Source: an optimization exercise on an open RTL-to-GDS flow (aim: small area, a short achievable clock period and few clock cycles per item). Production flows keep margins and buffers that such runs may drop. Only simulation tests tie the RTL to the original design; equivalence was not proved.

==> flow/design.v (excerpt) <==
module sha256_hasher (
  input  wire logic                     clk,
  input  wire logic                     block_load,
  input  wire logic                     block_start,
  input  wire logic                     message_load,
  input  wire sha256_pkg::sha256_block_t block,
  output logic                          block_ready,
  output logic                          done,
  output sha256_pkg::sha256_state_t     hash,
  output sha256_pkg::block_count_t      block_count
);
Size in the first run: about 6400 cells after synthesis, about 1100 flip-flops, roughly 780 I/O pins, about 56000 um^2 of cells after synthesis.
==> flow/config.mk <==
export PLATFORM = sky130hd
export DESIGN_NAME = sha256_hasher
export DESIGN_NICKNAME = sha256_hasher
export VERILOG_FILES = /design/flow/design.v
export SDC_FILE = /design/flow/constraint.sdc
export NUM_CORES = 4
export LEC_CHECK = 0
export CAP_MARGIN = 20
export CORE_MARGIN = 2
export CORE_UTILIZATION = 35
export CTS_CLUSTER_DIAMETER = 100
export CTS_CLUSTER_SIZE = 20
export PLACE_DENSITY = 0.5
export SETUP_SLACK_MARGIN = 4.1
export SLEW_MARGIN = 20
==> flow/constraint.sdc <==
create_clock -name core_clock -period 8.8 [get_ports {clk}]
set_input_delay 1.7600 -clock core_clock [delete_from_list [all_inputs] [get_ports {clk}]]
set_output_delay 1.7600 -clock core_clock [all_outputs]
set_load 0.01 [all_outputs]
standard.sh (not shown) runs the stock make flow with config.mk's settings and CLKGATE_MAP_FILE= SYNTH_SCRIPT=/design/flow/synth_recipe.tcl, a recipe that flattens the netlist after the stock synthesis.
==> flow/flow/run.sh <==
#!/bin/bash
# The standard layout (the standard.sh, unchanged synthesis and steps),
# except that the port buffers are made from the smallest buffer cell.
set -euo pipefail
export BUFFER_PORTS_ARGS="-buffer_cell sky130_fd_sc_hd__buf_1"
bash standard.sh > standard.log 2>&1
The starting point completed with no timing, DRC or antenna violations.
Testbench counts at the start, summed over its fixed seeds: cycles 33,988, blocks 516.
Edit:
SETUP_SLACK_MARGIN = 4.7   (was 4.1)
What happened:
- final cell count is higher by 0.70%
- routed wire length goes up by 2.6%
- cell area is higher by about 3%
- non-clock buffer count went up by 62
- via count rises by about 1%
- first-iteration DRC count goes up by about 1.7%

* * *

run A:
Starting RTL as in the previous note.
==> flow/design.v (excerpt) <==
module sha256_hasher (
  input  wire logic                     clk,
  input  wire logic                     block_load,
  input  wire logic                     block_start,
  input  wire logic                     message_load,
  input  wire sha256_pkg::sha256_block_t block,
  output logic                          block_ready,
  output logic                          done,
  output sha256_pkg::sha256_state_t     hash,
  output sha256_pkg::block_count_t      block_count
);
Settings: LEC_CHECK=0, CAP_MARGIN=20, CORE_MARGIN=2, CORE_UTILIZATION=35, CTS_CLUSTER_DIAMETER=100, CTS_CLUSTER_SIZE=20, PLACE_DENSITY=0.5, SETUP_SLACK_MARGIN=5.0, SLEW_MARGIN=20; clock period 8.8 ns.
Scripts as last shown in full above: flow/flow/run.sh
Testbench counts of run A, summed over its fixed seeds: cycles 33,988, blocks 516.
For run B, these inputs were changed with respect to run A:
Settings: a change of CTS_CLUSTER_SIZE from 20 to 25; a change of CTS_CLUSTER_DIAMETER from 100 to 120; a change of SETUP_SLACK_MARGIN from 5.0 to 4.7.
==> results.txt <==
Final cell area: run B below run A
Per the comparison of run B with run A, final clock period utilization by the worst path fell 1.0 points; total of cells resized after clock tree synthesis fell about 50%; wire length of the first global-routing pass rose about 1.3%; met3 global-route usage rose 0.52 points.
#### Input delta (run C over run B)
Settings: swapping 4.7 for 4.4 in SETUP_SLACK_MARGIN; swapping 25 for 20 in CTS_CLUSTER_SIZE; swapping 120 for 100 in CTS_CLUSTER_DIAMETER.
Findings:
- Summary of run C over run B: number of instances in the placed design ~0 delta, post-route worst setup slack has decreased, post-cts gate resize count moved down.
- Area fraction of clock buffers and clock inverters: higher on run C
- Run B → run C: final worst-path cycle share now larger.
- Looking at fill cell total of the finished layout across run C and run B, the one that comes out higher is run C.
> inputs changed (run C -> run D)
Settings: SETUP_SLACK_MARGIN: 4.4 -> 4.7; PLACE_DENSITY: 0.5 -> 0.65; CORE_UTILIZATION: 35 -> 50.
Findings:
Data arrival time of the critical path: run D vs run C down 0.09 ns. The higher diode insertion count for antenna repair of run D and run C is in run D. Compared with run C, run D shows a lower sequential share of layout area. Cell count: run D lower than run C. Against run C, run D comes in 0.12 ns higher on largest stage delay on the critical path. Re clock sink count: no difference whatsoever between run C and run D.
--- input diff run D..run E ---
Settings: an added TNS_END_PERCENT of 20; a change of CORE_UTILIZATION from 50 to 35; a change of PLACE_DENSITY from 0.65 to 0.5.
## What came out
Changes observed in run E relative to run D: global-route wire length before repair moved up, final cell area excluding filler cells moved up, clock insertion delay at the later pin of the skew report moved up.
Summary of run E over run D: logic depth of the worst register-to-register path fell by 1, total of plain and repair buffers excluding clock buffers dropped about 2.8%, met3 wire length lost 15%.

## re-timing with driven ports
How much do the figures lean on ideal ports? The routed layouts below were timed once more, with nothing changed but the port constraints.
Step 1 (the two cells are an assumption about what drives the block):
set clk [get_ports {clk}]
set_driving_cell -lib_cell sky130_fd_sc_hd__clkbuf_16 $clk
set_driving_cell -lib_cell sky130_fd_sc_hd__buf_2 [delete_from_list [all_inputs] $clk]
Step 2 moves the port delays by t, midway between the first and last clock arrival at a register: inputs arrive t later, outputs are due t later. That takes back most of the time a late clock gives input paths.
Slacks: ideal ports / drivers / drivers and shift; pairs: ideal ports / drivers.
run | t (ns) | setup WS [ns] | worst register clock-pin slew, ns | worst slew at a driven data input, ns
the first run of note 1 | 0.777 | 4.314 / 4.314 / 3.947 | 0.10 / 0.10 | 0.17
the second run of note 1 | 0.781 | 4.571 / 4.571 / 4.097 | 0.10 / 0.10 | 0.18
run A | 0.779 | 4.503 / 4.503 / 4.327 | 0.09 / 0.09 | 0.17
run B | 0.786 | 4.595 / 4.595 / 4.093 | 0.12 / 0.12 | 0.18
run C | 0.780 | 4.500 / 4.500 / 3.996 | 0.09 / 0.09 | 0.17
run D | 0.726 | 4.495 / 4.495 / 4.126 | 0.10 / 0.10 | 0.16
run E | 0.784 | 4.587 / 4.587 / 4.074 | 0.10 / 0.10 | 0.18
After both steps every run listed still meets setup and hold. The setup slack of run E, which loses most, moves by 0.000 ns with the drivers and by -0.513 ns with both steps.
